What follows belongs to an exercise in optimizing a design on an open flow for small area; a production flow would make more cautious choices.
The RTL was checked by simulation tests, not by an equivalence proof against the original design.
No run shown here takes its clock network from TritonCTS; it comes from the design's own scripts or RTL.
No driver is modelled on the clock port, so clock power and skew are understated where the tree is cut down; a real chip needs a root buffer or a tree.
Power and IR drop assume default switching activity.

==> flow/design.v <==
`default_nettype none
package mlp_pkg;
    typedef logic [16-1:0] word_t;
    typedef enum logic [1:0] {
        SEG_SHR2,
        SEG_SHR3,
        SEG_SHR5,
        SEG_ONE
    } sig_seg_e;
    typedef enum logic [2-1:0] {
        REG_X1     = 2'd0,
        REG_X2_GO  = 2'd1,
        REG_STATUS = 2'd2
    } wb_reg_e;
endpackage
`default_nettype wire
`timescale 1ns/10ps
`default_nettype none
module mlp_fa (
    input  logic a,
    input  logic b,
    input  logic c,
    output logic s,
    output logic co
);
    assign s  = a ^ b ^ c;
    assign co = (a & b) | (a & c) | (b & c);
endmodule
module mlp_ha (
    input  logic a,
    input  logic b,
    output logic s,
    output logic co
);
    assign s  = a ^ b;
    assign co = a & b;
endmodule
`default_nettype wire
`timescale 1ns/10ps
`default_nettype none
module mlp_top (
    input  logic                  clk,
    input  logic                  rst,
    input  logic                  wb_cyc,
    input  logic                  wb_stb,
    input  logic                  wb_we,
    input  logic [2-1:0] wb_adr,
    input  mlp_pkg::word_t        wb_dat_i,
    output mlp_pkg::word_t        wb_dat_o,
    output logic                  wb_ack,
    output logic                  result_valid,
    output mlp_pkg::word_t        sig_value,
    output logic                  class_out
);
    logic [15:0] x1, x2;
    logic [7:0]  cnt;
    logic [1:0]  adr_q;
    logic [3:0]  vld;
    logic        access, launch;
    assign access = wb_cyc && wb_stb && !wb_ack;
    assign launch = access && wb_we && (wb_adr == 2'd1);
    always_ff @(posedge clk)
    begin
        if (rst)
        begin
            wb_ack       <= 1'b0;
            x1           <= '0;
            x2           <= '0;
            cnt          <= '0;
            vld          <= '0;
            result_valid <= 1'b0;
        end
        else
        begin
            wb_ack       <= access;
            vld          <= {vld[2:0], launch};
            result_valid <= vld[3];
            if (access && wb_we && wb_adr == 2'd0)
                x1 <= wb_dat_i;
            if (launch)
            begin
                x2  <= wb_dat_i;
                cnt <= cnt + 1'b1;
            end
        end
    end
    always_ff @(posedge clk)
    begin
        if (access)
            adr_q <= wb_adr;
    end
    always_comb
    begin
        case (adr_q)
            2'd0:    wb_dat_o = x1;
            2'd1:    wb_dat_o = x2;
            2'd2:    wb_dat_o = {8'h00, cnt};
            default: wb_dat_o = '0;
        endcase
    end
    function automatic logic [15:0] relu(input logic [15:0] v);
        relu = v[15] ? '0 : v;
    endfunction
    function automatic logic [15:0] bk(input logic [15:0] g0, input logic [15:0] t0);
        logic [15:0] g, t;
        g = g0;
        t = t0;
        for (int d = 1; d < 16; d = d * 2)
            for (int i = 2 * d - 1; i < 16; i += 2 * d)
            begin
                g[i] = g[i] | (t[i] & g[i - d]);
                t[i] = t[i] & t[i - d];
            end
        for (int d = 4; d >= 1; d = d / 2)
            for (int i = 3 * d - 1; i < 16; i += 2 * d)
            begin
                g[i] = g[i] | (t[i] & g[i - d]);
                t[i] = t[i] & t[i - d];
            end
        bk = t0 ^ {g[14:0], 1'b0};
    endfunction
    function automatic logic [15:0] addr(input logic [15:0] p, input logic [15:0] q, input logic ci);
        logic k;
        k = ci;
        for (int i = 0; i < 16; i++)
        begin
            addr[i] = p[i] ^ q[i] ^ k;
            k = (p[i] & q[i]) | (k & (p[i] ^ q[i]));
        end
    endfunction
    function automatic logic [15:0] sub4(input logic [15:0] v);
        logic [15:0] m;
        sub4[1:0] = v[1:0];
        for (int i = 2; i < 16; i++)
        begin
            m = ((16'd1 << i) - 16'd1) & ~16'd3;
            sub4[i] = v[i] ^ ((v & m) == 16'd0);
        end
    endfunction
    function automatic logic [15:0] add24(input logic [15:0] v, input logic e);
        logic [3:0]  l;
        logic        k;
        add24[0] = v[0];
        l = {1'b0, v[2:1]} + {1'b0, e, ~e};
        add24[2:1] = l[1:0];
        k = l[2];
        for (int i = 3; i < 16; i++)
        begin
            add24[i] = v[i] ^ k;
            k = k & v[i];
        end
    endfunction
    function automatic logic [15:0] add68(input logic [15:0] v, input logic e);
        logic [4:0]  l;
        logic        k;
        l = {1'b0, v[3:0]} + {1'b0, e, ~e, ~e, 1'b0};
        add68[3:0] = l[3:0];
        k = l[4];
        for (int i = 4; i < 16; i++)
        begin
            add68[i] = v[i] ^ k;
            k = k & v[i];
        end
    endfunction
    function automatic logic [15:0] add7(input logic [15:0] v);
        logic [15:0] r;
        logic        k;
        r[2:0] = v[2:0] - 3'd1;
        k = |v[2:0];
        for (int i = 3; i < 16; i++)
        begin
            r[i] = v[i] ^ k;
            k = k & v[i];
        end
        add7 = r;
    endfunction
    logic [15:0] fa, d;
    logic [14:0] a_q, p_q;
    logic        fb_q, fc_q;
    assign fa = addr(x1, x2, 1'b1);
    assign d  = addr(x1, ~x2, 1'b0);
    always_ff @(posedge clk)
    begin
        a_q  <= fa[15] ? ~fa[14:0] : '0;
        p_q  <= d[15] ? ~d[14:0] : d[14:0];
        fb_q <= ~d[15];
        fc_q <= d[15] ^ (&d[14:0]);
    end
    logic        ph;
    logic [14:0] b_q, k_q;
    logic [15:0] a, b, bx, k2, m_op, v_op;
    logic [15:0] z, um, ut, uq, u2, r3, u3, u4, u4m;
    logic        zq, c_zero, bc_max, a_top;
    logic [15:0] acc_s, acc_c, fb_s, fb_c;
    logic [15:0] m_s, m_k;
    logic [15:0] z_g, z_t;
    logic [15:0] v1_s, v1_k;
    logic [15:0] v2_s, v2_k;
    logic [15:0] w_g, w_t;
    logic [15:0] r1_s, r1_k;
    logic [15:0] r_g, r_t;
    logic [15:0] l1_s, l1_k;
    logic [15:0] l2_s, l2_k;
    logic [15:0] l3_s, l3_k;
    logic [15:0] l4_s, l4_k;
    assign ph  = vld[1];
    logic ph_u;
    always_ff @(posedge clk)
    begin
        ph_u <= vld[0];
    end
    assign b_q = fb_q ? p_q : '0;
    assign k_q = fc_q ? (fb_q ? '0 : p_q) : 15'd1;
    assign a   = {1'b0, a_q};
    assign b   = {1'b0, b_q};
    assign bx  = ph_u ? ~b : b;
    assign k2  = {k_q[14:0], 1'b0};
    assign c_zero = k_q == 15'd1;
    assign bc_max = fb_q && fc_q;
    assign m_op = ph_u ? {~k_q[14:0], 1'b0} : {~k_q[13:0], 2'b11};
    assign v_op = ph_u ? {~k_q[14:0], 1'b1} : 16'hFFFE;
    mlp_fa u_m_0 (.a(a[0]), .b(b[0]), .c(m_op[0]), .s(m_s[0]), .co(m_k[1]));
    mlp_fa u_m_1 (.a(a[1]), .b(b[1]), .c(m_op[1]), .s(m_s[1]), .co(m_k[2]));
    mlp_fa u_m_2 (.a(a[2]), .b(b[2]), .c(m_op[2]), .s(m_s[2]), .co(m_k[3]));
    mlp_fa u_m_3 (.a(a[3]), .b(b[3]), .c(m_op[3]), .s(m_s[3]), .co(m_k[4]));
    mlp_fa u_m_4 (.a(a[4]), .b(b[4]), .c(m_op[4]), .s(m_s[4]), .co(m_k[5]));
    mlp_fa u_m_5 (.a(a[5]), .b(b[5]), .c(m_op[5]), .s(m_s[5]), .co(m_k[6]));
    mlp_fa u_m_6 (.a(a[6]), .b(b[6]), .c(m_op[6]), .s(m_s[6]), .co(m_k[7]));
    mlp_fa u_m_7 (.a(a[7]), .b(b[7]), .c(m_op[7]), .s(m_s[7]), .co(m_k[8]));
    mlp_fa u_m_8 (.a(a[8]), .b(b[8]), .c(m_op[8]), .s(m_s[8]), .co(m_k[9]));
    mlp_fa u_m_9 (.a(a[9]), .b(b[9]), .c(m_op[9]), .s(m_s[9]), .co(m_k[10]));
    mlp_fa u_m_10 (.a(a[10]), .b(b[10]), .c(m_op[10]), .s(m_s[10]), .co(m_k[11]));
    mlp_fa u_m_11 (.a(a[11]), .b(b[11]), .c(m_op[11]), .s(m_s[11]), .co(m_k[12]));
    mlp_fa u_m_12 (.a(a[12]), .b(b[12]), .c(m_op[12]), .s(m_s[12]), .co(m_k[13]));
    mlp_fa u_m_13 (.a(a[13]), .b(b[13]), .c(m_op[13]), .s(m_s[13]), .co(m_k[14]));
    mlp_fa u_m_14 (.a(a[14]), .b(b[14]), .c(m_op[14]), .s(m_s[14]), .co(m_k[15]));
    assign m_s[15] = m_op[15];
    assign m_k[0] = 1'b0;
    assign z_t[0] = m_s[0];
    assign z_g[0] = 1'b0;
    mlp_ha u_z_1 (.a(m_s[1]), .b(m_k[1]), .s(z_t[1]), .co(z_g[1]));
    mlp_ha u_z_2 (.a(m_s[2]), .b(m_k[2]), .s(z_t[2]), .co(z_g[2]));
    mlp_ha u_z_3 (.a(m_s[3]), .b(m_k[3]), .s(z_t[3]), .co(z_g[3]));
    mlp_ha u_z_4 (.a(m_s[4]), .b(m_k[4]), .s(z_t[4]), .co(z_g[4]));
    mlp_ha u_z_5 (.a(m_s[5]), .b(m_k[5]), .s(z_t[5]), .co(z_g[5]));
    mlp_ha u_z_6 (.a(m_s[6]), .b(m_k[6]), .s(z_t[6]), .co(z_g[6]));
    mlp_ha u_z_7 (.a(m_s[7]), .b(m_k[7]), .s(z_t[7]), .co(z_g[7]));
    mlp_ha u_z_8 (.a(m_s[8]), .b(m_k[8]), .s(z_t[8]), .co(z_g[8]));
    mlp_ha u_z_9 (.a(m_s[9]), .b(m_k[9]), .s(z_t[9]), .co(z_g[9]));
    mlp_ha u_z_10 (.a(m_s[10]), .b(m_k[10]), .s(z_t[10]), .co(z_g[10]));
    mlp_ha u_z_11 (.a(m_s[11]), .b(m_k[11]), .s(z_t[11]), .co(z_g[11]));
    mlp_ha u_z_12 (.a(m_s[12]), .b(m_k[12]), .s(z_t[12]), .co(z_g[12]));
    mlp_ha u_z_13 (.a(m_s[13]), .b(m_k[13]), .s(z_t[13]), .co(z_g[13]));
    mlp_ha u_z_14 (.a(m_s[14]), .b(m_k[14]), .s(z_t[14]), .co(z_g[14]));
    assign z_t[15] = m_op[15] ^ m_k[15];
    assign z_g[15] = 1'b0;
    mlp_ha u_v1_0 (.a(a[0]), .b(b[0]), .s(v1_s[0]), .co(v1_k[1]));
    mlp_fa u_v1_1 (.a(a[1]), .b(a[0]), .c(b[1]), .s(v1_s[1]), .co(v1_k[2]));
    mlp_fa u_v1_2 (.a(a[2]), .b(a[1]), .c(b[2]), .s(v1_s[2]), .co(v1_k[3]));
    mlp_fa u_v1_3 (.a(a[3]), .b(a[2]), .c(b[3]), .s(v1_s[3]), .co(v1_k[4]));
    mlp_fa u_v1_4 (.a(a[4]), .b(a[3]), .c(b[4]), .s(v1_s[4]), .co(v1_k[5]));
    mlp_fa u_v1_5 (.a(a[5]), .b(a[4]), .c(b[5]), .s(v1_s[5]), .co(v1_k[6]));
    mlp_fa u_v1_6 (.a(a[6]), .b(a[5]), .c(b[6]), .s(v1_s[6]), .co(v1_k[7]));
    mlp_fa u_v1_7 (.a(a[7]), .b(a[6]), .c(b[7]), .s(v1_s[7]), .co(v1_k[8]));
    mlp_fa u_v1_8 (.a(a[8]), .b(a[7]), .c(b[8]), .s(v1_s[8]), .co(v1_k[9]));
    mlp_fa u_v1_9 (.a(a[9]), .b(a[8]), .c(b[9]), .s(v1_s[9]), .co(v1_k[10]));
    mlp_fa u_v1_10 (.a(a[10]), .b(a[9]), .c(b[10]), .s(v1_s[10]), .co(v1_k[11]));
    mlp_fa u_v1_11 (.a(a[11]), .b(a[10]), .c(b[11]), .s(v1_s[11]), .co(v1_k[12]));
    mlp_fa u_v1_12 (.a(a[12]), .b(a[11]), .c(b[12]), .s(v1_s[12]), .co(v1_k[13]));
    mlp_fa u_v1_13 (.a(a[13]), .b(a[12]), .c(b[13]), .s(v1_s[13]), .co(v1_k[14]));
    mlp_fa u_v1_14 (.a(a[14]), .b(a[13]), .c(b[14]), .s(v1_s[14]), .co(v1_k[15]));
    assign v1_s[15] = a[14];
    assign v1_k[0] = 1'b0;
    mlp_ha u_v2_0 (.a(v1_s[0]), .b(v_op[0]), .s(v2_s[0]), .co(v2_k[1]));
    mlp_fa u_v2_1 (.a(v1_s[1]), .b(v1_k[1]), .c(v_op[1]), .s(v2_s[1]), .co(v2_k[2]));
    mlp_fa u_v2_2 (.a(v1_s[2]), .b(v1_k[2]), .c(v_op[2]), .s(v2_s[2]), .co(v2_k[3]));
    mlp_fa u_v2_3 (.a(v1_s[3]), .b(v1_k[3]), .c(v_op[3]), .s(v2_s[3]), .co(v2_k[4]));
    mlp_fa u_v2_4 (.a(v1_s[4]), .b(v1_k[4]), .c(v_op[4]), .s(v2_s[4]), .co(v2_k[5]));
    mlp_fa u_v2_5 (.a(v1_s[5]), .b(v1_k[5]), .c(v_op[5]), .s(v2_s[5]), .co(v2_k[6]));
    mlp_fa u_v2_6 (.a(v1_s[6]), .b(v1_k[6]), .c(v_op[6]), .s(v2_s[6]), .co(v2_k[7]));
    mlp_fa u_v2_7 (.a(v1_s[7]), .b(v1_k[7]), .c(v_op[7]), .s(v2_s[7]), .co(v2_k[8]));
    mlp_fa u_v2_8 (.a(v1_s[8]), .b(v1_k[8]), .c(v_op[8]), .s(v2_s[8]), .co(v2_k[9]));
    mlp_fa u_v2_9 (.a(v1_s[9]), .b(v1_k[9]), .c(v_op[9]), .s(v2_s[9]), .co(v2_k[10]));
    mlp_fa u_v2_10 (.a(v1_s[10]), .b(v1_k[10]), .c(v_op[10]), .s(v2_s[10]), .co(v2_k[11]));
    mlp_fa u_v2_11 (.a(v1_s[11]), .b(v1_k[11]), .c(v_op[11]), .s(v2_s[11]), .co(v2_k[12]));
    mlp_fa u_v2_12 (.a(v1_s[12]), .b(v1_k[12]), .c(v_op[12]), .s(v2_s[12]), .co(v2_k[13]));
    mlp_fa u_v2_13 (.a(v1_s[13]), .b(v1_k[13]), .c(v_op[13]), .s(v2_s[13]), .co(v2_k[14]));
    mlp_fa u_v2_14 (.a(v1_s[14]), .b(v1_k[14]), .c(v_op[14]), .s(v2_s[14]), .co(v2_k[15]));
    assign v2_s[15] = a[14] ^ v1_k[15] ^ v_op[15];
    assign v2_k[0] = 1'b0;
    assign w_t[0] = v2_s[0];
    assign w_g[0] = 1'b0;
    mlp_ha u_w_1 (.a(v2_s[1]), .b(v2_k[1]), .s(w_t[1]), .co(w_g[1]));
    mlp_ha u_w_2 (.a(v2_s[2]), .b(v2_k[2]), .s(w_t[2]), .co(w_g[2]));
    mlp_ha u_w_3 (.a(v2_s[3]), .b(v2_k[3]), .s(w_t[3]), .co(w_g[3]));
    mlp_ha u_w_4 (.a(v2_s[4]), .b(v2_k[4]), .s(w_t[4]), .co(w_g[4]));
    mlp_ha u_w_5 (.a(v2_s[5]), .b(v2_k[5]), .s(w_t[5]), .co(w_g[5]));
    mlp_ha u_w_6 (.a(v2_s[6]), .b(v2_k[6]), .s(w_t[6]), .co(w_g[6]));
    mlp_ha u_w_7 (.a(v2_s[7]), .b(v2_k[7]), .s(w_t[7]), .co(w_g[7]));
    mlp_ha u_w_8 (.a(v2_s[8]), .b(v2_k[8]), .s(w_t[8]), .co(w_g[8]));
    mlp_ha u_w_9 (.a(v2_s[9]), .b(v2_k[9]), .s(w_t[9]), .co(w_g[9]));
    mlp_ha u_w_10 (.a(v2_s[10]), .b(v2_k[10]), .s(w_t[10]), .co(w_g[10]));
    mlp_ha u_w_11 (.a(v2_s[11]), .b(v2_k[11]), .s(w_t[11]), .co(w_g[11]));
    mlp_ha u_w_12 (.a(v2_s[12]), .b(v2_k[12]), .s(w_t[12]), .co(w_g[12]));
    mlp_ha u_w_13 (.a(v2_s[13]), .b(v2_k[13]), .s(w_t[13]), .co(w_g[13]));
    mlp_ha u_w_14 (.a(v2_s[14]), .b(v2_k[14]), .s(w_t[14]), .co(w_g[14]));
    assign w_t[15] = v2_s[15] ^ v2_k[15];
    assign w_g[15] = 1'b0;
    mlp_ha u_r1_0 (.a(a[0]), .b(bx[0]), .s(r1_s[0]), .co(r1_k[1]));
    mlp_fa u_r1_1 (.a(a[1]), .b(bx[1]), .c(k2[1]), .s(r1_s[1]), .co(r1_k[2]));
    mlp_fa u_r1_2 (.a(a[2]), .b(bx[2]), .c(k2[2]), .s(r1_s[2]), .co(r1_k[3]));
    mlp_fa u_r1_3 (.a(a[3]), .b(bx[3]), .c(k2[3]), .s(r1_s[3]), .co(r1_k[4]));
    mlp_fa u_r1_4 (.a(a[4]), .b(bx[4]), .c(k2[4]), .s(r1_s[4]), .co(r1_k[5]));
    mlp_fa u_r1_5 (.a(a[5]), .b(bx[5]), .c(k2[5]), .s(r1_s[5]), .co(r1_k[6]));
    mlp_fa u_r1_6 (.a(a[6]), .b(bx[6]), .c(k2[6]), .s(r1_s[6]), .co(r1_k[7]));
    mlp_fa u_r1_7 (.a(a[7]), .b(bx[7]), .c(k2[7]), .s(r1_s[7]), .co(r1_k[8]));
    mlp_fa u_r1_8 (.a(a[8]), .b(bx[8]), .c(k2[8]), .s(r1_s[8]), .co(r1_k[9]));
    mlp_fa u_r1_9 (.a(a[9]), .b(bx[9]), .c(k2[9]), .s(r1_s[9]), .co(r1_k[10]));
    mlp_fa u_r1_10 (.a(a[10]), .b(bx[10]), .c(k2[10]), .s(r1_s[10]), .co(r1_k[11]));
    mlp_fa u_r1_11 (.a(a[11]), .b(bx[11]), .c(k2[11]), .s(r1_s[11]), .co(r1_k[12]));
    mlp_fa u_r1_12 (.a(a[12]), .b(bx[12]), .c(k2[12]), .s(r1_s[12]), .co(r1_k[13]));
    mlp_fa u_r1_13 (.a(a[13]), .b(bx[13]), .c(k2[13]), .s(r1_s[13]), .co(r1_k[14]));
    mlp_fa u_r1_14 (.a(a[14]), .b(bx[14]), .c(k2[14]), .s(r1_s[14]), .co(r1_k[15]));
    assign r1_s[15] = bx[15] ^ k2[15];
    assign r1_k[0] = 1'b0;
    assign r_t[0] = r1_s[0];
    assign r_g[0] = 1'b0;
    mlp_ha u_r_1 (.a(r1_s[1]), .b(r1_k[1]), .s(r_t[1]), .co(r_g[1]));
    mlp_ha u_r_2 (.a(r1_s[2]), .b(r1_k[2]), .s(r_t[2]), .co(r_g[2]));
    mlp_ha u_r_3 (.a(r1_s[3]), .b(r1_k[3]), .s(r_t[3]), .co(r_g[3]));
    mlp_ha u_r_4 (.a(r1_s[4]), .b(r1_k[4]), .s(r_t[4]), .co(r_g[4]));
    mlp_ha u_r_5 (.a(r1_s[5]), .b(r1_k[5]), .s(r_t[5]), .co(r_g[5]));
    mlp_ha u_r_6 (.a(r1_s[6]), .b(r1_k[6]), .s(r_t[6]), .co(r_g[6]));
    mlp_ha u_r_7 (.a(r1_s[7]), .b(r1_k[7]), .s(r_t[7]), .co(r_g[7]));
    mlp_ha u_r_8 (.a(r1_s[8]), .b(r1_k[8]), .s(r_t[8]), .co(r_g[8]));
    mlp_ha u_r_9 (.a(r1_s[9]), .b(r1_k[9]), .s(r_t[9]), .co(r_g[9]));
    mlp_ha u_r_10 (.a(r1_s[10]), .b(r1_k[10]), .s(r_t[10]), .co(r_g[10]));
    mlp_ha u_r_11 (.a(r1_s[11]), .b(r1_k[11]), .s(r_t[11]), .co(r_g[11]));
    mlp_ha u_r_12 (.a(r1_s[12]), .b(r1_k[12]), .s(r_t[12]), .co(r_g[12]));
    mlp_ha u_r_13 (.a(r1_s[13]), .b(r1_k[13]), .s(r_t[13]), .co(r_g[13]));
    mlp_ha u_r_14 (.a(r1_s[14]), .b(r1_k[14]), .s(r_t[14]), .co(r_g[14]));
    assign r_t[15] = r1_s[15] ^ r1_k[15];
    assign r_g[15] = 1'b0;
    always_comb
    begin
        z  = bk(z_g, z_t);
        um = relu(z);
        ut = relu(~add7(z));
        if (ph)
            ut = ut << 1;
        zq = (z[15:3] == 13'h0FFF) && (z[2:0] != 3'd0);
        if (zq)
            uq = ph ? {12'h7FF, 1'b0, 3'd0 - z[2:0]} : 16'hFFF8;
        else
            uq = um | ut;
        u2 = relu(bk(w_g, w_t));
        if (ph)
            u2 = u2 << 1;
        r3 = bk(r_g, r_t);
        u3 = relu(sub4(r3));
        u4m = relu(~add24(r3, bc_max));
        a_top = (&a_q[14:2]) && (!ph || a_q[1:0] != 2'd0);
        if (c_zero || bc_max)
            u4 = u4m;
        else if (a_top)
            u4 = {1'b0, 13'h1FFF, ph ? 2'd0 - a_q[1:0] : ~a_q[1:0]};
        else
            u4 = '0;
    end
    assign fb_s = ph ? '0 : acc_s;
    assign fb_c = ph ? '0 : acc_c;
    mlp_ha u_l1_0 (.a(fb_s[0]), .b(u2[0]), .s(l1_s[0]), .co(l1_k[1]));
    mlp_fa u_l1_1 (.a(fb_s[1]), .b(fb_c[1]), .c(u2[1]), .s(l1_s[1]), .co(l1_k[2]));
    mlp_fa u_l1_2 (.a(fb_s[2]), .b(fb_c[2]), .c(u2[2]), .s(l1_s[2]), .co(l1_k[3]));
    mlp_fa u_l1_3 (.a(fb_s[3]), .b(fb_c[3]), .c(u2[3]), .s(l1_s[3]), .co(l1_k[4]));
    mlp_fa u_l1_4 (.a(fb_s[4]), .b(fb_c[4]), .c(u2[4]), .s(l1_s[4]), .co(l1_k[5]));
    mlp_fa u_l1_5 (.a(fb_s[5]), .b(fb_c[5]), .c(u2[5]), .s(l1_s[5]), .co(l1_k[6]));
    mlp_fa u_l1_6 (.a(fb_s[6]), .b(fb_c[6]), .c(u2[6]), .s(l1_s[6]), .co(l1_k[7]));
    mlp_fa u_l1_7 (.a(fb_s[7]), .b(fb_c[7]), .c(u2[7]), .s(l1_s[7]), .co(l1_k[8]));
    mlp_fa u_l1_8 (.a(fb_s[8]), .b(fb_c[8]), .c(u2[8]), .s(l1_s[8]), .co(l1_k[9]));
    mlp_fa u_l1_9 (.a(fb_s[9]), .b(fb_c[9]), .c(u2[9]), .s(l1_s[9]), .co(l1_k[10]));
    mlp_fa u_l1_10 (.a(fb_s[10]), .b(fb_c[10]), .c(u2[10]), .s(l1_s[10]), .co(l1_k[11]));
    mlp_fa u_l1_11 (.a(fb_s[11]), .b(fb_c[11]), .c(u2[11]), .s(l1_s[11]), .co(l1_k[12]));
    mlp_fa u_l1_12 (.a(fb_s[12]), .b(fb_c[12]), .c(u2[12]), .s(l1_s[12]), .co(l1_k[13]));
    mlp_fa u_l1_13 (.a(fb_s[13]), .b(fb_c[13]), .c(u2[13]), .s(l1_s[13]), .co(l1_k[14]));
    mlp_fa u_l1_14 (.a(fb_s[14]), .b(fb_c[14]), .c(u2[14]), .s(l1_s[14]), .co(l1_k[15]));
    assign l1_s[15] = fb_s[15] ^ fb_c[15] ^ u2[15];
    assign l1_k[0] = 1'b0;
    mlp_ha u_l2_0 (.a(l1_s[0]), .b(u3[0]), .s(l2_s[0]), .co(l2_k[1]));
    mlp_fa u_l2_1 (.a(l1_s[1]), .b(l1_k[1]), .c(u3[1]), .s(l2_s[1]), .co(l2_k[2]));
    mlp_fa u_l2_2 (.a(l1_s[2]), .b(l1_k[2]), .c(u3[2]), .s(l2_s[2]), .co(l2_k[3]));
    mlp_fa u_l2_3 (.a(l1_s[3]), .b(l1_k[3]), .c(u3[3]), .s(l2_s[3]), .co(l2_k[4]));
    mlp_fa u_l2_4 (.a(l1_s[4]), .b(l1_k[4]), .c(u3[4]), .s(l2_s[4]), .co(l2_k[5]));
    mlp_fa u_l2_5 (.a(l1_s[5]), .b(l1_k[5]), .c(u3[5]), .s(l2_s[5]), .co(l2_k[6]));
    mlp_fa u_l2_6 (.a(l1_s[6]), .b(l1_k[6]), .c(u3[6]), .s(l2_s[6]), .co(l2_k[7]));
    mlp_fa u_l2_7 (.a(l1_s[7]), .b(l1_k[7]), .c(u3[7]), .s(l2_s[7]), .co(l2_k[8]));
    mlp_fa u_l2_8 (.a(l1_s[8]), .b(l1_k[8]), .c(u3[8]), .s(l2_s[8]), .co(l2_k[9]));
    mlp_fa u_l2_9 (.a(l1_s[9]), .b(l1_k[9]), .c(u3[9]), .s(l2_s[9]), .co(l2_k[10]));
    mlp_fa u_l2_10 (.a(l1_s[10]), .b(l1_k[10]), .c(u3[10]), .s(l2_s[10]), .co(l2_k[11]));
    mlp_fa u_l2_11 (.a(l1_s[11]), .b(l1_k[11]), .c(u3[11]), .s(l2_s[11]), .co(l2_k[12]));
    mlp_fa u_l2_12 (.a(l1_s[12]), .b(l1_k[12]), .c(u3[12]), .s(l2_s[12]), .co(l2_k[13]));
    mlp_fa u_l2_13 (.a(l1_s[13]), .b(l1_k[13]), .c(u3[13]), .s(l2_s[13]), .co(l2_k[14]));
    mlp_fa u_l2_14 (.a(l1_s[14]), .b(l1_k[14]), .c(u3[14]), .s(l2_s[14]), .co(l2_k[15]));
    assign l2_s[15] = l1_s[15] ^ l1_k[15];
    assign l2_k[0] = 1'b0;
    mlp_ha u_l3_0 (.a(l2_s[0]), .b(uq[0]), .s(l3_s[0]), .co(l3_k[1]));
    mlp_fa u_l3_1 (.a(l2_s[1]), .b(l2_k[1]), .c(uq[1]), .s(l3_s[1]), .co(l3_k[2]));
    mlp_fa u_l3_2 (.a(l2_s[2]), .b(l2_k[2]), .c(uq[2]), .s(l3_s[2]), .co(l3_k[3]));
    mlp_fa u_l3_3 (.a(l2_s[3]), .b(l2_k[3]), .c(uq[3]), .s(l3_s[3]), .co(l3_k[4]));
    mlp_fa u_l3_4 (.a(l2_s[4]), .b(l2_k[4]), .c(uq[4]), .s(l3_s[4]), .co(l3_k[5]));
    mlp_fa u_l3_5 (.a(l2_s[5]), .b(l2_k[5]), .c(uq[5]), .s(l3_s[5]), .co(l3_k[6]));
    mlp_fa u_l3_6 (.a(l2_s[6]), .b(l2_k[6]), .c(uq[6]), .s(l3_s[6]), .co(l3_k[7]));
    mlp_fa u_l3_7 (.a(l2_s[7]), .b(l2_k[7]), .c(uq[7]), .s(l3_s[7]), .co(l3_k[8]));
    mlp_fa u_l3_8 (.a(l2_s[8]), .b(l2_k[8]), .c(uq[8]), .s(l3_s[8]), .co(l3_k[9]));
    mlp_fa u_l3_9 (.a(l2_s[9]), .b(l2_k[9]), .c(uq[9]), .s(l3_s[9]), .co(l3_k[10]));
    mlp_fa u_l3_10 (.a(l2_s[10]), .b(l2_k[10]), .c(uq[10]), .s(l3_s[10]), .co(l3_k[11]));
    mlp_fa u_l3_11 (.a(l2_s[11]), .b(l2_k[11]), .c(uq[11]), .s(l3_s[11]), .co(l3_k[12]));
    mlp_fa u_l3_12 (.a(l2_s[12]), .b(l2_k[12]), .c(uq[12]), .s(l3_s[12]), .co(l3_k[13]));
    mlp_fa u_l3_13 (.a(l2_s[13]), .b(l2_k[13]), .c(uq[13]), .s(l3_s[13]), .co(l3_k[14]));
    mlp_fa u_l3_14 (.a(l2_s[14]), .b(l2_k[14]), .c(uq[14]), .s(l3_s[14]), .co(l3_k[15]));
    assign l3_s[15] = l2_s[15] ^ l2_k[15] ^ uq[15];
    assign l3_k[0] = 1'b0;
    mlp_ha u_l4_0 (.a(l3_s[0]), .b(u4[0]), .s(l4_s[0]), .co(l4_k[1]));
    mlp_fa u_l4_1 (.a(l3_s[1]), .b(l3_k[1]), .c(u4[1]), .s(l4_s[1]), .co(l4_k[2]));
    mlp_fa u_l4_2 (.a(l3_s[2]), .b(l3_k[2]), .c(u4[2]), .s(l4_s[2]), .co(l4_k[3]));
    mlp_fa u_l4_3 (.a(l3_s[3]), .b(l3_k[3]), .c(u4[3]), .s(l4_s[3]), .co(l4_k[4]));
    mlp_fa u_l4_4 (.a(l3_s[4]), .b(l3_k[4]), .c(u4[4]), .s(l4_s[4]), .co(l4_k[5]));
    mlp_fa u_l4_5 (.a(l3_s[5]), .b(l3_k[5]), .c(u4[5]), .s(l4_s[5]), .co(l4_k[6]));
    mlp_fa u_l4_6 (.a(l3_s[6]), .b(l3_k[6]), .c(u4[6]), .s(l4_s[6]), .co(l4_k[7]));
    mlp_fa u_l4_7 (.a(l3_s[7]), .b(l3_k[7]), .c(u4[7]), .s(l4_s[7]), .co(l4_k[8]));
    mlp_fa u_l4_8 (.a(l3_s[8]), .b(l3_k[8]), .c(u4[8]), .s(l4_s[8]), .co(l4_k[9]));
    mlp_fa u_l4_9 (.a(l3_s[9]), .b(l3_k[9]), .c(u4[9]), .s(l4_s[9]), .co(l4_k[10]));
    mlp_fa u_l4_10 (.a(l3_s[10]), .b(l3_k[10]), .c(u4[10]), .s(l4_s[10]), .co(l4_k[11]));
    mlp_fa u_l4_11 (.a(l3_s[11]), .b(l3_k[11]), .c(u4[11]), .s(l4_s[11]), .co(l4_k[12]));
    mlp_fa u_l4_12 (.a(l3_s[12]), .b(l3_k[12]), .c(u4[12]), .s(l4_s[12]), .co(l4_k[13]));
    mlp_fa u_l4_13 (.a(l3_s[13]), .b(l3_k[13]), .c(u4[13]), .s(l4_s[13]), .co(l4_k[14]));
    mlp_fa u_l4_14 (.a(l3_s[14]), .b(l3_k[14]), .c(u4[14]), .s(l4_s[14]), .co(l4_k[15]));
    assign l4_s[15] = l3_s[15] ^ l3_k[15];
    assign l4_k[0] = 1'b0;
    always_ff @(posedge clk)
    begin
        acc_s <= l4_s;
        acc_c <= l4_k;
    end
    logic [15:0] s;
    logic [9:0]  e_d, e_q;
    assign s = addr(acc_s, acc_c, 1'b0);
    logic lt1, lt2, lt3;
    assign lt1 = s[15:10] == 6'd0;
    assign lt2 = s[15:12] == 4'd0 && !(s[11] && (s[10] || s[9] || (s[8] && s[7])));
    assign lt3 = s[15:13] == 3'd0 && !(s[12] && (s[11] || s[10]));
    always_comb
    begin
        if (lt1)
            e_d = {2'b00, s[9:2]};
        else if (lt2)
            e_d = {2'b01, ~s[10], s[9:3]};
        else if (lt3)
            e_d = {3'b011, ~(s[11] ^ s[10]), ~s[10], s[9:5]};
        else
            e_d = 10'd512;
    end
    always_ff @(posedge clk)
    begin
        e_q <= e_d;
    end
    assign sig_value = {5'b00000, e_q[9], ~e_q[9], e_q[8:0]};
    assign class_out = |e_q;
endmodule
`default_nettype wire
==> flow/flow/run.sh <==
#!/bin/bash
# The standard layout (the standard.sh, ORFS from synthesis to finish) with two changes:
#  - the port buffers that global placement adds are the smallest buffer, buf_1;
#  - clock tree synthesis adds no dummy loads and uses clkbuf_4/clkbuf_8, and its
#    leaf level is rebuilt with fewer, stronger buffers (flow/leaf_clusters.tcl).
# Make's full output goes to flow_make.log here; each ORFS step keeps its own log under
# orfs/logs/.
set -euo pipefail
WORK="$(cd "$(dirname "$0")/.." && pwd)"
cd "$WORK"
bash standard.sh \
    "BUFFER_PORTS_ARGS=-buffer_cell sky130_fd_sc_hd__buf_1" \
    "CTS_ARGS=-sink_clustering_enable -repair_clock_nets -sink_clustering_size 30 -sink_clustering_max_diameter 100 -buf_list {sky130_fd_sc_hd__clkbuf_4 sky130_fd_sc_hd__clkbuf_8} -dont_use_dummy_load" \
    "POST_CTS_TCL=$WORK/flow/leaf_clusters.tcl" \
    finish > "$WORK/flow_make.log" 2>&1
==> flow/flow/leaf_clusters.tcl <==
# Runs after clock tree synthesis (POST_CTS_TCL). TritonCTS builds an H-tree that
# ends in one leaf buffer per at most 15 flip-flops (16 leaves here). This replaces
# the leaf level with fewer, stronger buffers: the flip-flops are split into
# groups by position (k-means on their locations), each group driven by one
# clkbuf_8 placed at its centre and fed by the tree's root buffer. Then the
# placement is legalized again and timing repaired, as the CTS step does.
set n_groups 7
set block [ord::get_db_block]
set db [ord::get_db]
set root [$block findInst clkbuf_0_clk]
set root_net [[$root findITerm X] getNet]

set leaves {}
foreach it [$root_net getITerms] {
  set inst [$it getInst]
  if {[$inst getName] ne [$root getName]} { lappend leaves $inst }
}
set sinks {}
foreach leaf $leaves {
  set net [[$leaf findITerm X] getNet]
  foreach it [$net getITerms] {
    if {[[$it getInst] getName] ne [$leaf getName]} { lappend sinks $it }
  }
}
puts "leaf_clusters: [llength $leaves] leaf buffers, [llength $sinks] sinks"

# sink positions
set xs {}
set ys {}
foreach it $sinks {
  set loc [[$it getInst] getLocation]
  lappend xs [lindex $loc 0]
  lappend ys [lindex $loc 1]
}
# k-means with farthest-point seeding, then groups above cap shed their farthest
# members to the nearest group with room
set n [llength $sinks]
set cap [expr {($n + $n_groups - 1) / $n_groups + 1}]
set cx [list [lindex $xs 0]]
set cy [list [lindex $ys 0]]
while {[llength $cx] < $n_groups} {
  set far -1
  set fi 0
  for {set i 0} {$i < $n} {incr i} {
    set bd -1
    foreach x $cx y $cy {
      set d [expr {abs([lindex $xs $i] - $x) + abs([lindex $ys $i] - $y)}]
      if {$bd < 0 || $d < $bd} { set bd $d }
    }
    if {$bd > $far} { set far $bd; set fi $i }
  }
  lappend cx [lindex $xs $fi]
  lappend cy [lindex $ys $fi]
}
proc dist {x y cx cy k} {
  return [expr {abs($x - [lindex $cx $k]) + abs($y - [lindex $cy $k])}]
}
for {set iter 0} {$iter < 50} {incr iter} {
  set assign {}
  for {set i 0} {$i < $n} {incr i} {
    set best 0
    set bd -1
    for {set k 0} {$k < $n_groups} {incr k} {
      set d [dist [lindex $xs $i] [lindex $ys $i] $cx $cy $k]
      if {$bd < 0 || $d < $bd} { set bd $d; set best $k }
    }
    lappend assign $best
  }
  # enforce the cap
  set changed 1
  while {$changed} {
    set changed 0
    for {set k 0} {$k < $n_groups} {incr k} {
      set members {}
      for {set i 0} {$i < $n} {incr i} {
        if {[lindex $assign $i] == $k} { lappend members [list [dist [lindex $xs $i] [lindex $ys $i] $cx $cy $k] $i] }
      }
      if {[llength $members] <= $cap} continue
      set members [lsort -integer -decreasing -index 0 $members]
      set m [lindex [lindex $members 0] 1]
      set best -1
      set bd -1
      for {set j 0} {$j < $n_groups} {incr j} {
        if {$j == $k} continue
        set cnt 0
        foreach a $assign { if {$a == $j} { incr cnt } }
        if {$cnt >= $cap} continue
        set d [dist [lindex $xs $m] [lindex $ys $m] $cx $cy $j]
        if {$bd < 0 || $d < $bd} { set bd $d; set best $j }
      }
      lset assign $m $best
      set changed 1
    }
  }
  for {set k 0} {$k < $n_groups} {incr k} {
    set sx 0; set sy 0; set c 0
    for {set i 0} {$i < $n} {incr i} {
      if {[lindex $assign $i] == $k} {
        incr sx [lindex $xs $i]; incr sy [lindex $ys $i]; incr c
      }
    }
    if {$c > 0} {
      lset cx $k [expr {$sx / $c}]
      lset cy $k [expr {$sy / $c}]
    }
  }
}

# remove the old leaf level
foreach leaf $leaves {
  set net [[$leaf findITerm X] getNet]
  foreach it [$net getITerms] { $it disconnect }
  odb::dbNet_destroy $net
  odb::dbInst_destroy $leaf
}

# new leaf buffers
set master [$db findMaster sky130_fd_sc_hd__clkbuf_8]
for {set k 0} {$k < $n_groups} {incr k} {
  set inst [odb::dbInst_create $block $master "clkbuf_leaf_${k}_clk"]
  set net [odb::dbNet_create $block "clknet_leaf_${k}_clk"]
  $net setSigType CLOCK
  [$inst findITerm A] connect $root_net
  [$inst findITerm X] connect $net
  $inst setLocation [lindex $cx $k] [lindex $cy $k]
  $inst setPlacementStatus PLACED
  set c 0
  for {set i 0} {$i < $n} {incr i} {
    if {[lindex $assign $i] == $k} { [lindex $sinks $i] connect $net; incr c }
  }
  puts "leaf_clusters: group $k at ([lindex $cx $k], [lindex $cy $k]) drives $c sinks"
}

detailed_placement
estimate_parasitics -placement
repair_timing_helper
detailed_placement
check_placement -verbose
report_clock_skew
==> flow/standard.sh <==
#!/bin/bash
# synth_recipe.tcl (not shown) runs the flow's synth.tcl, then flattens the netlist and writes it again
# the make line also repeats each setting of config.mk as NAME=value (left out here)
make -C /OpenROAD-flow-scripts/flow DESIGN_CONFIG=/design/flow/config.mk WORK_HOME=/design/flow/orfs CLKGATE_MAP_FILE= SYNTH_SCRIPT=/design/flow/synth_recipe.tcl "${@:-finish}"
==> flow/config.mk <==
export PLATFORM = sky130hd
export DESIGN_NAME = mlp_top
export DESIGN_NICKNAME = mlp_top
export VERILOG_FILES = /design/flow/design.v
export SDC_FILE = /design/flow/constraint.sdc
export NUM_CORES = 4
export LEC_CHECK = 0
export CAP_MARGIN = 20
export CORE_MARGIN = 2
export CORE_UTILIZATION = 70
export CTS_BUF_LIST = sky130_fd_sc_hd__clkbuf_4 sky130_fd_sc_hd__clkbuf_8
export CTS_CLUSTER_DIAMETER = 100
export CTS_CLUSTER_SIZE = 30
export PLACE_DENSITY = 0.75
export SLEW_MARGIN = 20
export SYNTH_HIERARCHICAL = 1
==> flow/constraint.sdc <==
create_clock -name core_clock -period 7.0 [get_ports {clk}]
set_input_delay 1.4000 -clock core_clock [delete_from_list [all_inputs] [get_ports {clk}]]
set_output_delay 1.4000 -clock core_clock [all_outputs]
set_load 0.01 [all_outputs]
==> summary.txt, run 1 <==
Run status
  – Status: timing/DRC/antenna clean

Cells and area
  – Final instance area: 11,900 sq um
  – Final cell count without fillers: around 1,400
  – Area of the multi-input gates: roughly 8500 sq um
  – Fill cell count: between 1,000 and 1,500
  – Share of cells above drive strength 1: between 3 and 4%
  – Sequential Area: approximately 2500 sq um
  – Most common cell after layout, fill and taps aside: fa_1
  – Area grow syn2layout: 5.12%
  – NumNets Final: between 1,000 and 1,500
  – Most frequent cells in the layout: fa_1 (155), dfxtp_1 (118), nor2_1 (107), ha_1 (107), nand2_1 (86)
  – N_diodes: 0

Timing
  – Max Freq: between 0.1 and 0.15 GHz
  – Fin worst setup slack: around 280 ps
  – Final Cycle Share: around 96%
  – Slew @ Worst Pin: 913 ps
  – Final hold viol count: 0
  – Final setup viols: 0
  – Slew Viols, Final: 0
  – Clock skew: approximately 9.6 ps
  – Min cycle time layout: around 6700 ps
  – Slew headroom: 39.2%
  – Worst hold slack: 352 ps

Placed design
  – Dpl ws: -83.8 ps
  – Dpl cell area: 11,700 sq um
  – Routability Congestion: roughly 0.86
  – IO buf count: 52
  – Post-DP HPWL: 19.4 mm
  – Placed Cells incl. Taps: 1,382

Pwr
  – Max VDD drop: around 0.37 mV
  – Logic pwr share: between 70% and 80%
  – Seq pwr share: roughly 16%
  – Total Power Consumption: approximately 6.4 mW
  – Clock power share: 5.0%
  – Leak pwr: 5.28 nW
  – Pwr per Cell Area: approximately 540 nW/um^2
  – Internal power: about 3.4 mW
  – Switch Pwr: approximately 3.0 mW
  – Sw frac: between 40% and 50%

Floorplanning
  – Core box area: between 15,000 and 20,000 sq um
  – Height of the die: 131 um
  – Die ar.: roughly 17,000 sq um
  – I/O pins: a little under 60
  – Number of placement rows: 46
  – Die width: roughly 130 um
  – Initial Utilization: 71.4%

Drt
  – Detailed Route WL: between 20 and 25 mm
  – Vias: 7,905
  – DR pass1 iterations: 5
  – Starting DRT DRC Count: 336
  – Antenna-violating nets left: 0
  – WL/cell: between 15 and 20 um
  – Vias per std cell: approximately 5.7
  – DRC viols: 0

Yosys
  – Gate count of the mapped netlist: about 1,100
  – Number of synthesized flops with an enable pin: 2
  – Synth cell types: 58
  – Register area share after synthesis: about 22%
  – Netlist Area Pre-Place: between 10,000 and 15,000 sq um
  – Syn avg cell area: between 9 and 10 sq um
  – Asr flop ratio synth: 0%
  – Top FF cell, synth: dfxtp_1
  – Yosys reg bits: between 100 and 150
  – Yosys warns: 7

Critical path
  – Critical Path RT: approximately 7300 ps
  – Worst Setup End Kind: register
  – CP Class: reg2reg
  – CP max FO: 15
  – Crit start category: register
  – CP arrival: 7020 ps

Global routing
  – Vias in the first global route: between 8,000 and 9,000
  – First-pass GRT wire length: 39.9 mm
  – Largest net degree at the start of global routing: 64
  – Gr ovfl total: 0
  – Initial antenna violation count: 0
  – Total GRT Usage: between 20% and 30%

CTS
  – CTS Sinks: around 120
  – Clk latency of the worst-skew pair: 410 ps
  – Clock transition at path regs: 110 ps

Hold path
  – Hold crit path type: reg2reg

Run
  – # Max-Cap Violations: 0
[cell usage after synthesis, drive strengths merged, types with 13 or more instances]
cell type | instances | share of area, %
nand2b | 13 | 0.72
xnor2 | 59 | 4.6
and2 | 50 | 2.8
nor2 | 107 | 3.5
a21o | 14 | 0.95
o21ai | 42 | 1.9
nor2b | 28 | 1.5
ha | 108 | 12
inv | 73 | 2.4
a21boi | 13 | 0.86
nand2 | 86 | 2.8
xor2 | 17 | 1.3
fa | 155 | 27
clkbuf | 31 | 1.0
buf | 14 | 0.72
dfxtp | 120 | 21
a21oi | 40 | 1.8
mux2i | 58 | 5.1
[modules after synthesis (local to each module, per instance)]
module,flip-flops and latches,cells
mlp_fa,0,1
mlp_ha,0,1
mlp_top,122,981
[worst max-delay path, cell delays in order, from the launching register on]
cell and delay, ps:
dfxtp_1 360, inv_1 70, ha_1 190, fa_1 380
fa_1 400, fa_1 420, fa_1 410, fa_1 400
fa_1 400, fa_1 390, fa_1 390, fa_1 400
fa_1 390, fa_1 370, inv_1 90, fa_1 160
inv_1 50, fa_1 370, fa_1 470, xnor2_4 170
buf_12 170, and2_1 150
[flip-flops by register name (all words and copies together), names as in the netlist, 2 cells and up]
signal  flops
x1         16
p_q        15
x2         16
a_q        15
vld         4
e_q        10
acc_c      15
acc_s      16
adr_q       2
cnt         8
[routing by layer]
| metal | part of all wire [%] | GRT usage (%) | vias up |
|---|---|---|---|
| met2 | 49 | 49.2 | 191 |
| li1 | - | - | 3862 |
| met5 | 0 | 0 | - |
| met1 | 43 | 36.7 | 3805 |
| met3 | 4.1 | 4.44 | 47 |
| met4 | 3.8 | 12.7 | 0 |
[path summary, 6_finish.rpt]
check	slack (ps)	cells after the start	end	startpoint
min	350	0	ph_u	vld[0]
max	280	21	a_q[7]	x2[0]
min reg2reg	350	0	ph_u	vld[0]
max reg2reg	280	21	a_q[7]	x2[0]
[per-stage QoR]
| step | utilization (%) | TNS, ps |
|---|---|---|
| after floorplan | - | 0 |
| after global placement | 73.8 | 0 |
| after detailed placement | 73.8 | -1030 |
| after global routing | 75.1 | -7.76 |
| final | 75.1 | 0 |
[logic make-up after synthesis]
family | share of synthesized area (%)
AOI/OAI and AO/OA | 8.60
buffers and inverters | 4.16
DFF | 21.7
and+or+nand+nor | 15.2
xor gates and xnor gates | 5.87
other | 0.0331
muxes | 5.22
adders and majority gates | 39.3
[power by group through the flow]
stage / clock network (mW) / logic (mW) / registers, mW
2_1_floorplan: 0 / 3.89 / 1.04
5_1_grt: 0.364 / 5.92 / 1.05
6_report: 0.325 / 5.08 / 1.04
3_5_place_dp: 0 / 5.08 / 1.05
3_3_place_gp: 0 / 4.85 / 1.05
[layout make-up, without the clock buffers]
| class | instances | share of cell area [%] |
|---|---|---|
| Tap cell | 216 | 2.27 |
| Inverter | 73 | 2.30 |
| Timing Repair Buffer | 65 | 2.60 |
| Sequential cell | 122 | 20.7 |
| Buffer | 7 | 0.808 |
| Multi-Input combinational cell | 907 | 71.2 |
==> inputs of run 2 (changes only) <==
--- a/flow/flow/leaf_clusters.tcl
+++ b/flow/flow/leaf_clusters.tcl
@@ -3,7 +3,7 @@
 # the leaf level with fewer, stronger buffers: the flip-flops are split into
 # groups by position (k-means on their locations), each group driven by one
-# clkbuf_8 placed at its centre and fed by the tree's root buffer. Then the
+# clkbuf_16 placed at its centre and fed by the tree's root buffer. Then the
 # placement is legalized again and timing repaired, as the CTS step does.
-set n_groups 7
+set n_groups 5
 set block [ord::get_db_block]
 set db [ord::get_db]
@@ -116,5 +116,5 @@
 
 # new leaf buffers
-set master [$db findMaster sky130_fd_sc_hd__clkbuf_8]
+set master [$db findMaster sky130_fd_sc_hd__clkbuf_16]
 for {set k 0} {$k < $n_groups} {incr k} {
   set inst [odb::dbInst_create $block $master "clkbuf_leaf_${k}_clk"]
==> run 2 against run 1 <==
Die area unchanged. Global-route usage decreased by 0.21 points. Cell count decreased by 0.14%. Register-to-register slack about the same. Sequential power about the same. Setup slack improved by 4.3 ps. Fmax about the same. Via count about the same. Area after synthesis unchanged. Hold slack got worse by 1.7 ps.
==> summary.txt, run 2 <==
Cells and area
  – Area of the multi-input gates: 8500 sq um (about the same)
  – Top flop regs: acc_s (16), x1 (16), x2 (16)
  – Area grow syn2layout: 5.39%
  – Most frequent cells in the layout: fa_1 (154), dfxtp_1 (118), nor2_1 (107), ha_1 (107), nand2_1 (86)
  – Final core area utilization: 75.3% (+0.20 points)
  – Most common cell after layout, fill and taps aside: fa_1
  – Share of cells above drive strength 1: 3.41% (-0.079 points)
  – Fill cell count: 1,185 (-1.7%)
  – Sequential Area: 2460 sq um (unchanged)
  – N_diodes: 0 (unchanged)
  – NumNets Final: 1,461 (-0.14%)

Yosys
  – Yosys warns: 7 (unchanged)
  – Number of synthesized flops with an enable pin: 2 (unchanged)
  – Synth area leaders: fa_1 (27%), dfxtp_1 (21%), ha_1 (12%)
  – Adder-Cell Fraction of Synth Area: 39.3% (unchanged)
  – Largest family of logic cells by synthesized area: adder cells
  – Mux share of post-synthesis cell area: 5.22% (unchanged)
  – Asr flop ratio synth: 0% (unchanged)
  – Xor/xnor share of the synthesized area: 5.87% (unchanged)
  – Netlist Area Pre-Place: 11,300 sq um (unchanged)
  – Synth cell types: 58 (unchanged)
  – Gate count of the mapped netlist: 1,143 (unchanged)
  – Register area share after synthesis: 21.7% (unchanged)
  – Top cell type's share of synthesized area: 27.4% (unchanged)
  – Most common cell in the synthesized netlist: fa_1
  – Fraction of the mapped netlist area in simple logic gates: 15.2% (unchanged)
  – Syn avg cell area: 9.93 sq um (unchanged)
  – Yosys reg bits: 122 (unchanged)
  – Top FF cell, synth: dfxtp_1
  – Post-synth top cells: fa_1 (155), dfxtp_1 (120), ha_1 (108)
  – Area leader, netlist: fa_1
  – Fraction of the mapped netlist area in compound gates: 8.60% (unchanged)

Timing
  – Clock skew: 8.58 ps (-1.02 ps)
  – Fin worst setup slack: 288 ps (+4.28 ps)
  – Slew @ Worst Pin: 911 ps (-1.99 ps)
  – Slew headroom: 39.3% (+0.13 points)
  – Max Freq: 0.149 GHz (about the same)
  – RSZ-0062 raised after global routing: false
  – Final hold viol count: 0 (unchanged)
  – Fin Setup TNS: 0 ps (unchanged)
  – Slew Viols, Final: 0 (unchanged)
  – Min cycle time layout: 6710 ps (-4.28 ps)
  – Final Cycle Share: 95.9% (about the same)
  – Final setup viols: 0 (unchanged)

Critical path
  – Reg2reg path depth: 21 (unchanged)
  – CP Class: reg2reg
  – Worst R2R End: a_q[7]
  – CP max FO: 15 (unchanged)
  – CP arrival: 7010 ps (about the same)
  – Crit start category: register
  – Reg2reg start: x2[0]
  – Reg2Reg Setup Slack: 290 ps (about the same)
  – Critical Path RT: 7300 ps (about the same)
  – Worst Setup End Kind: register

Pwr
  – Internal power: 3.43 mW (+1.0%)
  – Pwr per Cell Area: 541 nW/um^2 (about the same)
  – Clock power share: 5.6% (+0.6 points)
  – Leak pwr: 5.30 nW (+0.24%)
  – Switch Pwr: 3.04 mW (-0.40%)
  – Logic pwr share: 78.4% (-0.5 points)
  – Max VDD drop: 0.369 mV (-0.98%)
  – Seq pwr share: 16.0% (about the same)
  – Sw frac: 47.0% (-0.35 points)

Placed design
  – IO buf count: 52 (unchanged)
  – Routability Congestion: 0.858 (unchanged)
  – Post-DP HPWL: 19.4 mm (unchanged)
  – Dpl ws: -83.8 ps (unchanged)

CTS
  – Clk latency of the worst-skew pair: 400 ps (about the same)
  – CTS Sinks: 122 (unchanged)
  – Clock transition at path regs: 100 ps (about the same)

Global routing
  – Largest net degree at the start of global routing: 64 (unchanged)
  – Gr ovfl total: 0 (unchanged)
  – Total GRT Usage: 28.7% (-0.21 points)
  – Initial antenna violation count: 0 (unchanged)
  – Vias in the first global route: 8,267 (-0.11%)
  – First-pass GRT wire length: 39.8 mm (about the same)

Floorplanning
  – Die width: 131 um (unchanged)
  – I/O pins: 58 (unchanged)
  – Height of the die: 131 um (unchanged)
  – Number of placement rows: 46 (unchanged)
  – Initial Utilization: 71.4% (unchanged)
  – Die ar.: 17,200 sq um (unchanged)
  – Core box area: 15,900 sq um (unchanged)

Drt
  – Starting DRT DRC Count: 317 (-5.7%)
  – Detailed Route WL: 23.5 mm (-1.1%)
  – Vias: 7,911 (+0.076%)
  – WL/cell: 16.9 um (-0.92%)
  – Antenna-violating nets left: 0 (unchanged)
  – DR pass1 iterations: 5 (unchanged)
  – Vias per std cell: 5.70 (+0.22%)
  – DRC viols: 0 (unchanged)

Hold path
  – Hold Path Depth: 0 (unchanged)
  – Hold crit path type: reg2reg
  – Min-delay src: vld[0]
  – Worst Hold End: ph_u

Run
  – # Max-Cap Violations: 0 (unchanged)

Run status
  – Status: timing/DRC/antenna clean
[run 2: changes by cell type in the layout (fill, tap and decap cells not counted)]
cell and delta:
clkbuf_16 +5, fa_1 -1, clkbuf_8 -7, fa_2 +1
[run 2: worst max path at each step]
| stage | startpoint | endpoint | slack, ps | cells after the start |
|---|---|---|---|---|
| 2_1_floorplan | ph_u | acc_s[13] | 470 | 26 |
| 3_3_place_gp | x1[0] | a_q[1] | 50 | 20 |
| 3_5_place_dp | x1[0] | a_q[7] | -80 | 20 |
| 5_1_grt | x2[0] | fc_q | 20 | 19 |
| 6_report | x2[0] | a_q[7] | 290 | 21 |
[run 2: kinds of logic after synthesis]
family                     after synthesis
and+or+nand+nor                        350
adders and majority gates              263
AOI/OAI and AO/OA                      154
DFF                                    122
buffers and inverters                  118
xor gates and xnor gates                76
muxes                                   59
other                                    1
[run 2: worst max-delay path, stage by stage, from the launching register on]
cell and delay (ps):
dfxtp_1 370, inv_1 80, ha_1 190, fa_1 380, fa_1 400, fa_1 420
fa_1 410, fa_1 400, fa_1 400, fa_1 400, fa_1 390, fa_1 400
fa_1 420, fa_1 390, inv_1 90, fa_1 160, inv_1 50, fa_1 390
fa_2 400, xnor2_4 150, buf_12 170, and2_1 150
[run 2: layout make-up, without the clock buffers]
class | count | share of cell area, %
buffer | 5 | 1.05
inverter | 73 | 2.29
multi-input combinational | 907 | 71.1
sequential | 122 | 20.6
tap | 216 | 2.26
timing repair buffer | 65 | 2.60
[run 2: through the flow]
step	total power [mW]	instance area, sq um	hold WS, ps	instances
2_1_floorplan	4.93	11400	324	1147
5_1_grt	7.36	12000	361	1389
3_5_place_dp	6.14	11700	330	1382
3_3_place_gp	5.90	11700	325	1382
6_report	6.47	12000	350	1389
[run 2: Yosys stat by module, one instance, submodules excluded]
module / flip-flops and latches / area [sq um] / times used / cells
mlp_ha: 0 / 12.5 / 49 / 1
mlp_fa: 0 / 20.0 / 113 / 1
mlp_top: 122 / 8470 / 1 / 981
[run 2: per-layer routing]
metal  vias to the layer above  wire (um)  global-route usage [%]
li1                       3852          -                       -
met1                      3856      10400                    37.2
met2                       164      11700                    49.9
met3                        39        641                    2.89
met4                         0        711                    11.0
met5                         -          0                       0
[run 2: power by group through the flow]
stage	logic, mW	clock network (mW)	registers (mW)
floorplan	3.89	0	1.04
global placement	4.85	0	1.05
detailed placement	5.08	0	1.05
global route	5.92	0.390	1.05
finish	5.07	0.362	1.04

[what the ideal ports hide]
The flow's constraints put no driver on any port. The routed layouts listed below were extracted and timed again, unchanged, in two steps.
Step 1, drivers: a clkbuf_16 drives clk and a buf_2 each remaining input, both assumed.
Step 2 also shifts input and output timing later by t, the mid clock arrival at the registers, as if the neighbouring blocks saw the same clock.
a / b / c = no drivers / after step 1 / after step 2; a / b = the first two.
| run | t (ns) | setup slack, ns | slew at the worst register clock pin (ns) |
|---|---|---|---|
| run 1 | 0.444 | 0.284 / 0.284 / 0.284 | 0.12 / 0.12 |
| run 2 | 0.441 | 0.288 / 0.288 / 0.288 | 0.10 / 0.10 |
After both steps setup and hold are still met in every run listed.
